Background: an optimization exercise with open tools, aiming at small area and a short achievable clock period. Do not read the settings as production practice. Power is estimated from default activity; no workload was simulated.

Setup of v6:
==> flow/design.v <==
module gcd_vector_sequencer #(
  parameter int WIDTH         = 32,
  parameter int IDX_W         = 4,
  parameter int ADDR_W        = 4,
  parameter int FIN_ADDR      = 9,
  parameter int RST_CYCLES    = 1,
  parameter int SETTLE_CYCLES = 10,
  parameter int TIMEOUT       = 4096
) (
  input  logic              clk,
  input  logic              rst,
  input  logic              start,
  input  logic [IDX_W:0]    n_tests,
  input  logic              vec_we,
  input  logic [IDX_W-1:0]  vec_idx,
  input  logic [WIDTH-1:0]  vec_a,
  input  logic [WIDTH-1:0]  vec_b,
  input  logic [WIDTH-1:0]  vec_g,
  output logic              dut_rst,
  output logic              dut_en,
  output logic              dut_ld,
  output logic [WIDTH-1:0]  dut_a,
  output logic [WIDTH-1:0]  dut_b,
  input  logic [ADDR_W-1:0] dut_addr,
  input  logic [WIDTH-1:0]  dut_res,
  output logic              busy,
  output logic              done,
  output logic [IDX_W:0]    pass_cnt,
  output logic [IDX_W:0]    fail_cnt,
  output logic [IDX_W:0]    timeout_cnt,
  output logic              first_fail_vld,
  output logic [IDX_W-1:0]  first_fail_idx
);
  localparam int DEPTH = 2 ** IDX_W;
  localparam int CNT_W = IDX_W + 1;
  localparam int TM_W  = $clog2(TIMEOUT);
  function automatic logic [CNT_W-1:0] sat_inc(input logic [CNT_W-1:0] v);
    sat_inc = (&v) ? v : v + 1'b1;
  endfunction
  logic             s_rest, s_drst, s_ld_n, s_run, s_settle, s_chk, tmo;
  logic [IDX_W-1:0] ridx;      
  logic [CNT_W-1:0] rem;       
  logic [TM_W-1:0]  cnt;       
  logic [CNT_W-1:0] pass_n, fail_n, tout_n;    
  logic             ffv_n;                     
  wire s_ld      = !s_ld_n;
  wire [CNT_W-1:0] pass_i = ~pass_n;
  wire [CNT_W-1:0] fail_i = ~fail_n;
  wire [CNT_W-1:0] tout_i = ~tout_n;
  wire             ffv_i  = !ffv_n;
  wire go       = s_rest && start;                  
  wire fin      = (dut_addr == ADDR_W'(FIN_ADDR));
  wire tm_end   = &cnt;
  wire set_end  = (cnt == TM_W'(SETTLE_CYCLES - 1));
  wire last     = (rem == CNT_W'(1));
  wire run_fin  = s_run && fin;
  wire run_tmo  = s_run && !fin && tm_end;
  wire set_done = s_settle && set_end;
  wire n_rest   = (s_rest && !(start && n_tests != '0)) || (s_chk && last);
  wire n_drst   = (go && n_tests != '0) || (s_chk && !last);
  wire n_ld     = s_drst;
  wire n_run    = s_ld || (s_run && !fin && !tm_end);
  wire n_settle = run_fin || (s_settle && !set_end);
  wire n_chk    = run_tmo || set_done;
  always_ff @(posedge clk) begin
    if (rst) begin
      s_rest   <= 1'b1;
      s_drst   <= 1'b0;
      s_ld_n   <= 1'b1;
      s_run    <= 1'b0;
      s_settle <= 1'b0;
      s_chk    <= 1'b0;
    end else begin
      s_rest   <= n_rest;
      s_drst   <= n_drst;
      s_ld_n   <= !n_ld;
      s_run    <= n_run;
      s_settle <= n_settle;
      s_chk    <= n_chk;
    end
  end
  always_ff @(posedge clk) begin
    if (rst) begin
      dut_rst <= 1'b1;
      dut_en  <= 1'b0;
      dut_ld  <= 1'b0;
      busy    <= 1'b0;
      done    <= 1'b0;
    end else begin
      dut_rst <= n_rest || n_drst;
      dut_en  <= n_run || n_settle;
      dut_ld  <= n_ld;
      busy    <= !n_rest;
      if (go)                done <= (n_tests == '0);
      else if (s_chk && last) done <= 1'b1;
    end
  end
  always_ff @(posedge clk) begin
    if (rst) begin
      tmo  <= 1'b0;
      rem  <= '0;
      ridx <= '0;
    end else begin
      if (s_ld)    tmo <= 1'b0;
      if (run_tmo) tmo <= 1'b1;
      if (go) begin
        rem  <= n_tests;
        ridx <= '0;
      end else if (s_chk) begin
        rem  <= rem - 1'b1;
        ridx <= ridx + 1'b1;
      end
    end
  end
  always_ff @(posedge clk) begin
    if (s_ld || run_fin) cnt <= '0;
    else                 cnt <= cnt + 1'b1;
  end
  logic [WIDTH-1:0] ram_a [DEPTH];
  logic [WIDTH-1:0] ram_b [DEPTH];
  logic [WIDTH-1:0] ram_g [DEPTH];
  always_ff @(posedge clk) begin
    if (vec_we && s_rest) begin
      ram_a[vec_idx] <= vec_a;
      ram_b[vec_idx] <= vec_b;
      ram_g[vec_idx] <= vec_g;
    end
  end
  logic [DEPTH-1:0] rsel, rsel_n, rsel_g;
  always_ff @(posedge clk) begin
    if (rst || go) begin
      rsel   <= DEPTH'(1);
      rsel_n <= ~DEPTH'(1);
    end else if (s_chk) begin
      rsel   <= {rsel[DEPTH-2:0], rsel[DEPTH-1]};
      rsel_n <= {rsel_n[DEPTH-2:0], rsel_n[DEPTH-1]};
    end
  end
  always_ff @(posedge clk) begin
    if (s_ld) rsel_g <= rsel;
  end
  logic [WIDTH-1:0] rd_a, rd_b, rd_g;
  always_comb begin
    rd_a = '0;
    rd_b = '0;
    rd_g = '0;
    for (int k = 0; k < DEPTH; k++) begin
      rd_a = rd_a | (ram_a[k] & {WIDTH{rsel[k]}});
      rd_b = rd_b | (ram_b[k] & {WIDTH{!rsel_n[k]}});
      rd_g = rd_g | (ram_g[k] & {WIDTH{rsel_g[k]}});
    end
  end
  logic [WIDTH-1:0] g_q;
  always_ff @(posedge clk) begin
    dut_a <= rd_a;
    dut_b <= rd_b;
    g_q   <= rd_g;
  end
  logic res_ok;
  gcd_vector_sequencer_eq #(.WIDTH(WIDTH)) u_eq (.a(dut_res), .b(g_q), .eq(res_ok));
  wire pass_en = s_chk && !tmo && res_ok;
  wire fail_en = s_chk && !(!tmo && res_ok);
  wire clr = rst || go;
  wire [CNT_W-1:0] pass_inc = rst ? '0 : sat_inc(pass_i);
  wire [CNT_W-1:0] pass_hld = clr ? '0 : pass_i;
  wire [CNT_W:0]   fail_inc = rst ? '0 : {1'b1, sat_inc(fail_i)};
  wire [CNT_W:0]   fail_hld = clr ? '0 : {ffv_i, fail_i};
  logic [CNT_W-1:0] pass_d, pass_dn;
  logic [CNT_W:0]   fail_d, fail_dn;
  gcd_vector_sequencer_mux #(.W(CNT_W)) u_pass_mux (
    .sel(pass_en), .a(pass_inc), .b(pass_hld), .y(pass_d));
  gcd_vector_sequencer_mux #(.W(CNT_W)) u_pass_mux_n (
    .sel(pass_en), .a(~pass_inc), .b(~pass_hld), .y(pass_dn));
  gcd_vector_sequencer_mux #(.W(CNT_W + 1)) u_fail_mux (
    .sel(fail_en), .a(fail_inc), .b(fail_hld), .y(fail_d));
  gcd_vector_sequencer_mux #(.W(CNT_W + 1)) u_fail_mux_n (
    .sel(fail_en), .a(~fail_inc), .b(~fail_hld), .y(fail_dn));
  always_ff @(posedge clk) begin
    pass_cnt                   <= pass_d;
    pass_n                     <= pass_dn;
    {first_fail_vld, fail_cnt} <= fail_d;
    {ffv_n, fail_n}            <= fail_dn;
  end
  wire [CNT_W-1:0] tout_d = clr ? '0 : (s_chk && tmo) ? sat_inc(tout_i) : tout_i;
  always_ff @(posedge clk) begin
    timeout_cnt <= tout_d;
    tout_n      <= ~tout_d;
  end
  always_ff @(posedge clk) begin
    if (s_chk && ffv_n) first_fail_idx <= ridx;
  end
endmodule
module gcd_vector_sequencer_eq #(
  parameter int WIDTH = 32
) (
  input  logic [WIDTH-1:0] a,
  input  logic [WIDTH-1:0] b,
  output logic             eq
);
  assign eq = (a == b);
endmodule
module gcd_vector_sequencer_mux #(
  parameter int W = 1
) (
  input  logic         sel,
  input  logic [W-1:0] a,
  input  logic [W-1:0] b,
  output logic [W-1:0] y
);
  assign y = sel ? a : b;
endmodule
Settings: LEC_CHECK=0, CAP_MARGIN=20, CORE_MARGIN=2, CORE_UTILIZATION=60, SETUP_SLACK_MARGIN=2.8, SLEW_MARGIN=20, SYNTH_HIERARCHICAL=1; clock period 5.0 ns.
standard.sh (not shown) runs the stock make flow with config.mk's settings and CLKGATE_MAP_FILE= SYNTH_SCRIPT=/design/flow/synth_recipe.tcl, a recipe that flattens the netlist after the stock synthesis.
==> flow/flow/run.sh <==
#!/bin/bash
# The standard layout (standard.sh), with these changes:
#  - port buffers are plain buf_2 cells (buffer_ports -buffer_cell) instead of the delay cells it picks;
#  - clock tree synthesis without dummy loads and with larger sink clusters (fewer leaf buffers).
set -euo pipefail
bash standard.sh \
  BUFFER_PORTS_ARGS="-buffer_cell sky130_fd_sc_hd__buf_2" \
  CTS_ARGS="-sink_clustering_enable -repair_clock_nets -dont_use_dummy_load -sink_clustering_size 25 -sink_clustering_max_diameter 100" \
  finish > standard.log 2>&1
What v7 does differently from v6 at the input level:
diff --git a/flow/design.v b/flow/design.v
--- a/flow/design.v
+++ b/flow/design.v
@@ -120,9 +120,13 @@
   logic [WIDTH-1:0] ram_b [DEPTH];
   logic [WIDTH-1:0] ram_g [DEPTH];
-  always_ff @(posedge clk) begin
-    if (vec_we && s_rest) begin
-      ram_a[vec_idx] <= vec_a;
-      ram_b[vec_idx] <= vec_b;
-      ram_g[vec_idx] <= vec_g;
+  logic [DEPTH-1:0] we_a, we_b, we_g;
+  gcd_vector_sequencer_dec #(.IDX_W(IDX_W)) u_dec_a (.we(vec_we), .idle(s_rest), .idx(vec_idx), .sel(we_a));
+  gcd_vector_sequencer_dec #(.IDX_W(IDX_W)) u_dec_b (.we(vec_we), .idle(s_rest), .idx(vec_idx), .sel(we_b));
+  gcd_vector_sequencer_dec #(.IDX_W(IDX_W)) u_dec_g (.we(vec_we), .idle(s_rest), .idx(vec_idx), .sel(we_g));
+  always_ff @(posedge clk) begin
+    for (int k = 0; k < DEPTH; k++) begin
+      if (we_a[k]) ram_a[k] <= vec_a;
+      if (we_b[k]) ram_b[k] <= vec_b;
+      if (we_g[k]) ram_g[k] <= vec_g;
     end
   end
@@ -138,5 +142,5 @@
   end
   always_ff @(posedge clk) begin
-    if (s_ld) rsel_g <= rsel;
+    rsel_g <= rsel;
   end
   logic [WIDTH-1:0] rd_a, rd_b, rd_g;
@@ -210,2 +214,14 @@
   assign y = sel ? a : b;
 endmodule
+module gcd_vector_sequencer_dec #(
+  parameter int IDX_W = 4
+) (
+  input  logic                 we,
+  input  logic                 idle,
+  input  logic [IDX_W-1:0]     idx,
+  output logic [2**IDX_W-1:0]  sel
+);
+  always_comb begin
+    for (int k = 0; k < 2 ** IDX_W; k++) sel[k] = we && idle && (idx == IDX_W'(k));
+  end
+endmodule
Notes after the runs:
Via count of the first global-routing pass: v7 > v6. Compared with v6, in v7 sequential share of layout area decreased 1.4 points, smallest setup slack after layout decreased 50 ps, number of non-clock buffers increased 27%. Cmp v7 vs v6: static power due to leakage higher in v7. Against v6, number of placed instances with taps included in v7 rose slightly. Register-to-register slack was lower in v7 than in v6. When v7 is measured against v6, its aggregate routed wire length turns out 2.3% higher. Per the comparison of v7 with v6, power per standard cell area decreased about 1.4%; depth of the worst register-to-register path decreased 1; global routing met1 resource utilization increased 1.9 points.
Function was not checked in any run of this note: the RTL went through the layout flow alone.

---

Another version of the RTL of gcd_vector_sequencer (not shown whole).
For scale: roughly 3200 cells after synthesis, about 60000 µm² of cells after synthesis.
==> module gcd_vector_sequencer, before the edit <==
module gcd_vector_sequencer #(
  parameter int WIDTH         = 32,
  parameter int IDX_W         = 4,
  parameter int ADDR_W        = 4,
  parameter int FIN_ADDR      = 9,
  parameter int RST_CYCLES    = 1,
  parameter int SETTLE_CYCLES = 10,
  parameter int TIMEOUT       = 4096
) (
  input  logic              clk,
  input  logic              rst,
  input  logic              start,
  input  logic [IDX_W:0]    n_tests,
  input  logic              vec_we,
  input  logic [IDX_W-1:0]  vec_idx,
  input  logic [WIDTH-1:0]  vec_a,
  input  logic [WIDTH-1:0]  vec_b,
  input  logic [WIDTH-1:0]  vec_g,
  output logic              dut_rst,
  output logic              dut_en,
  output logic              dut_ld,
  output logic [WIDTH-1:0]  dut_a,
  output logic [WIDTH-1:0]  dut_b,
  input  logic [ADDR_W-1:0] dut_addr,
  input  logic [WIDTH-1:0]  dut_res,
  output logic              busy,
  output logic              done,
  output logic [IDX_W:0]    pass_cnt,
  output logic [IDX_W:0]    fail_cnt,
  output logic [IDX_W:0]    timeout_cnt,
  output logic              first_fail_vld,
  output logic [IDX_W-1:0]  first_fail_idx
);
  localparam int DEPTH = 2 ** IDX_W;
  localparam int CNT_W = IDX_W + 1;
  localparam int TM_W  = $clog2(TIMEOUT);
  logic [WIDTH-1:0] ram_a [DEPTH];
  logic [WIDTH-1:0] ram_b [DEPTH];
  logic [WIDTH-1:0] ram_g [DEPTH];
  logic [WIDTH-1:0] g_q;       
  logic [IDX_W-1:0] ridx;      
  logic [CNT_W-1:0] rem;       
  logic [TM_W-1:0]  cnt;       
  logic             st_drst, st_run, st_settle, st_chk, tmo;
  function automatic logic [CNT_W-1:0] sat_inc(input logic [CNT_W-1:0] v);
    sat_inc = (&v) ? v : v + 1'b1;
  endfunction
  always_ff @(posedge clk) begin
    if (vec_we && !busy) begin
      ram_a[vec_idx] <= vec_a;
      ram_b[vec_idx] <= vec_b;
      ram_g[vec_idx] <= vec_g;
    end
  end
  logic [DEPTH-1:0] rsel, rsel_n, rsel_g;
  logic [WIDTH-1:0] rd_a, rd_b, rd_g;
  always_comb begin
    rd_a = '0;
    rd_b = '0;
    rd_g = '0;
    for (int k = 0; k < DEPTH; k++) begin
      rd_a = rd_a | (ram_a[k] & {WIDTH{rsel[k]}});
      rd_b = rd_b | (ram_b[k] & {WIDTH{!rsel_n[k]}});
      rd_g = rd_g | (ram_g[k] & {WIDTH{rsel_g[k]}});
    end
  end
  always_ff @(posedge clk) begin
    if (dut_ld) rsel_g <= rsel;
  end
  always_ff @(posedge clk) begin
    dut_a <= rd_a;
    dut_b <= rd_b;
    g_q   <= rd_g;
  end
  wire fin  = (dut_addr == ADDR_W'(FIN_ADDR));
  wire last = (rem == CNT_W'(1));
  wire fail = tmo || (dut_res != g_q);
  always_ff @(posedge clk) begin
    if (dut_ld || (st_run && fin)) cnt <= '0;
    else                           cnt <= cnt + 1'b1;
  end
  always_ff @(posedge clk) begin
    if (st_chk && !first_fail_vld) first_fail_idx <= ridx;
  end
  always_ff @(posedge clk) begin
    if (rst) begin
      dut_rst        <= 1'b1;
      dut_en         <= 1'b0;
      dut_ld         <= 1'b0;
      busy           <= 1'b0;
      done           <= 1'b0;
      pass_cnt       <= '0;
      fail_cnt       <= '0;
      timeout_cnt    <= '0;
      first_fail_vld <= 1'b0;
      st_drst        <= 1'b0;
      st_run         <= 1'b0;
      st_settle      <= 1'b0;
      st_chk         <= 1'b0;
      tmo            <= 1'b0;
      rem            <= '0;
      ridx           <= '0;
      rsel           <= DEPTH'(1);
      rsel_n         <= ~DEPTH'(1);
    end else begin
      if (!busy) begin
        if (start) begin
          pass_cnt       <= '0;
          fail_cnt       <= '0;
          timeout_cnt    <= '0;
          first_fail_vld <= 1'b0;
          rem            <= n_tests;
          ridx           <= '0;
          rsel           <= DEPTH'(1);
          rsel_n         <= ~DEPTH'(1);
          if (n_tests == '0) begin
            done <= 1'b1;
          end else begin
            busy    <= 1'b1;
            done    <= 1'b0;
            st_drst <= 1'b1;
          end
        end
      end
      if (st_drst) begin
        st_drst <= 1'b0;
        dut_rst <= 1'b0;
        dut_ld  <= 1'b1;
      end
      if (dut_ld) begin
        dut_ld <= 1'b0;
        dut_en <= 1'b1;
        st_run <= 1'b1;
        tmo    <= 1'b0;
      end
      if (st_run) begin
        if (fin) begin
          st_run    <= 1'b0;
          st_settle <= 1'b1;
        end else if (&cnt) begin
          st_run <= 1'b0;
          st_chk <= 1'b1;
          tmo    <= 1'b1;
          dut_en <= 1'b0;
        end
      end
      if (st_settle && cnt == TM_W'(SETTLE_CYCLES - 1)) begin
        st_settle <= 1'b0;
        st_chk    <= 1'b1;
        dut_en    <= 1'b0;
      end
      if (st_chk) begin
        st_chk <= 1'b0;
        if (fail) begin
          fail_cnt       <= sat_inc(fail_cnt);
          first_fail_vld <= 1'b1;
        end else begin
          pass_cnt <= sat_inc(pass_cnt);
        end
        if (tmo) timeout_cnt <= sat_inc(timeout_cnt);
        ridx    <= ridx + 1'b1;
        rsel    <= {rsel[DEPTH-2:0], rsel[DEPTH-1]};
        rsel_n  <= {rsel_n[DEPTH-2:0], rsel_n[DEPTH-1]};
        rem     <= rem - 1'b1;
        dut_rst <= 1'b1;
        if (last) begin
          busy <= 1'b0;
          done <= 1'b1;
        end else begin
          st_drst <= 1'b1;
        end
      end
    end
  end
endmodule
==> flow/config.mk <==
export PLATFORM = sky130hd
export DESIGN_NAME = gcd_vector_sequencer
export DESIGN_NICKNAME = gcd_vector_sequencer
export VERILOG_FILES = /design/flow/design.v
export SDC_FILE = /design/flow/constraint.sdc
export NUM_CORES = 4
export LEC_CHECK = 0
export CAP_MARGIN = 20
export CORE_MARGIN = 2
export CORE_UTILIZATION = 60
export SETUP_SLACK_MARGIN = 3.0
export SLEW_MARGIN = 20
==> flow/constraint.sdc <==
create_clock -name core_clock -period 5.0 [get_ports {clk}]
set_input_delay 1.0000 -clock core_clock [delete_from_list [all_inputs] [get_ports {clk}]]
set_output_delay 1.0000 -clock core_clock [all_outputs]
set_load 0.01 [all_outputs]
Scripts as last shown in full above: flow/flow/run.sh
Then changed:
--- a/flow/design.v
+++ b/flow/design.v
@@ -75,5 +75,7 @@
   wire fin  = (dut_addr == ADDR_W'(FIN_ADDR));
   wire last = (rem == CNT_W'(1));
-  wire fail = tmo || (dut_res != g_q);
+  wire res_ok  = (dut_res == g_q);
+  wire pass_en = st_chk && !tmo && res_ok;
+  wire fail_en = st_chk && !(!tmo && res_ok);
   always_ff @(posedge clk) begin
     if (dut_ld || (st_run && fin)) cnt <= '0;
@@ -152,10 +154,4 @@
       if (st_chk) begin
         st_chk <= 1'b0;
-        if (fail) begin
-          fail_cnt       <= sat_inc(fail_cnt);
-          first_fail_vld <= 1'b1;
-        end else begin
-          pass_cnt <= sat_inc(pass_cnt);
-        end
         if (tmo) timeout_cnt <= sat_inc(timeout_cnt);
         ridx    <= ridx + 1'b1;
@@ -171,4 +167,9 @@
         end
       end
+      if (pass_en) pass_cnt <= sat_inc(pass_cnt);
+      if (fail_en) begin
+        fail_cnt       <= sat_inc(fail_cnt);
+        first_fail_vld <= 1'b1;
+      end
     end
   end
The changed run completed without violations.
Sequential share of layout area goes down by 1.4 points.
Clock power stays flat.
Routed wire length is higher by a few percent.
First-iteration DRC count climbs by about a fifth.
Register-to-register slack is better by 280 ps.
Global-route usage climbs by 1.9 points.
Core utilization grows by 1.3 points.
Maximum frequency rose by roughly a tenth.
Function was not checked in any run of this note: the RTL went through the layout flow alone.

[what the ideal ports hide]
How much do the figures lean on ideal ports? The routed layouts below were timed once more, with nothing changed but the port constraints. Step 1 (the two cells are an assumption about what drives the block):
set clk [get_ports {clk}]
set_driving_cell -lib_cell sky130_fd_sc_hd__clkbuf_16 $clk
set_driving_cell -lib_cell sky130_fd_sc_hd__buf_2 [delete_from_list [all_inputs] $clk]
Step 2 moves the port delays by t, midway between the first and last clock arrival at a register: inputs arrive t later, outputs are due t later. That takes back most of the time a late clock gives input paths. Three values: ideal, step 1, step 2; two values: the first two.
run | t (ns) | slack for setup (ns) | slew at the worst register clock pin (ns) | worst slew at a driven data input, ns | pins driven straight from the clock port
v6 | 0.738 | 2.688 / 2.726 / 1.996 | 0.10 / 0.10 | 0.13 | 1
v7 | 0.738 | 2.638 / 2.658 / 1.921 | 0.10 / 0.10 | 0.14 | 1
the first run of note 2 | 0.746 | 2.445 / 2.481 / 1.735 | 0.10 / 0.10 | 0.13 | 1
the second run of note 2 | 0.741 | 2.683 / 2.609 / 2.015 | 0.10 / 0.10 | 0.16 | 1
After both steps every run listed still meets setup and hold. The setup slack of v7, which loses most, moves by +0.020 ns with the drivers and by -0.717 ns with both steps.
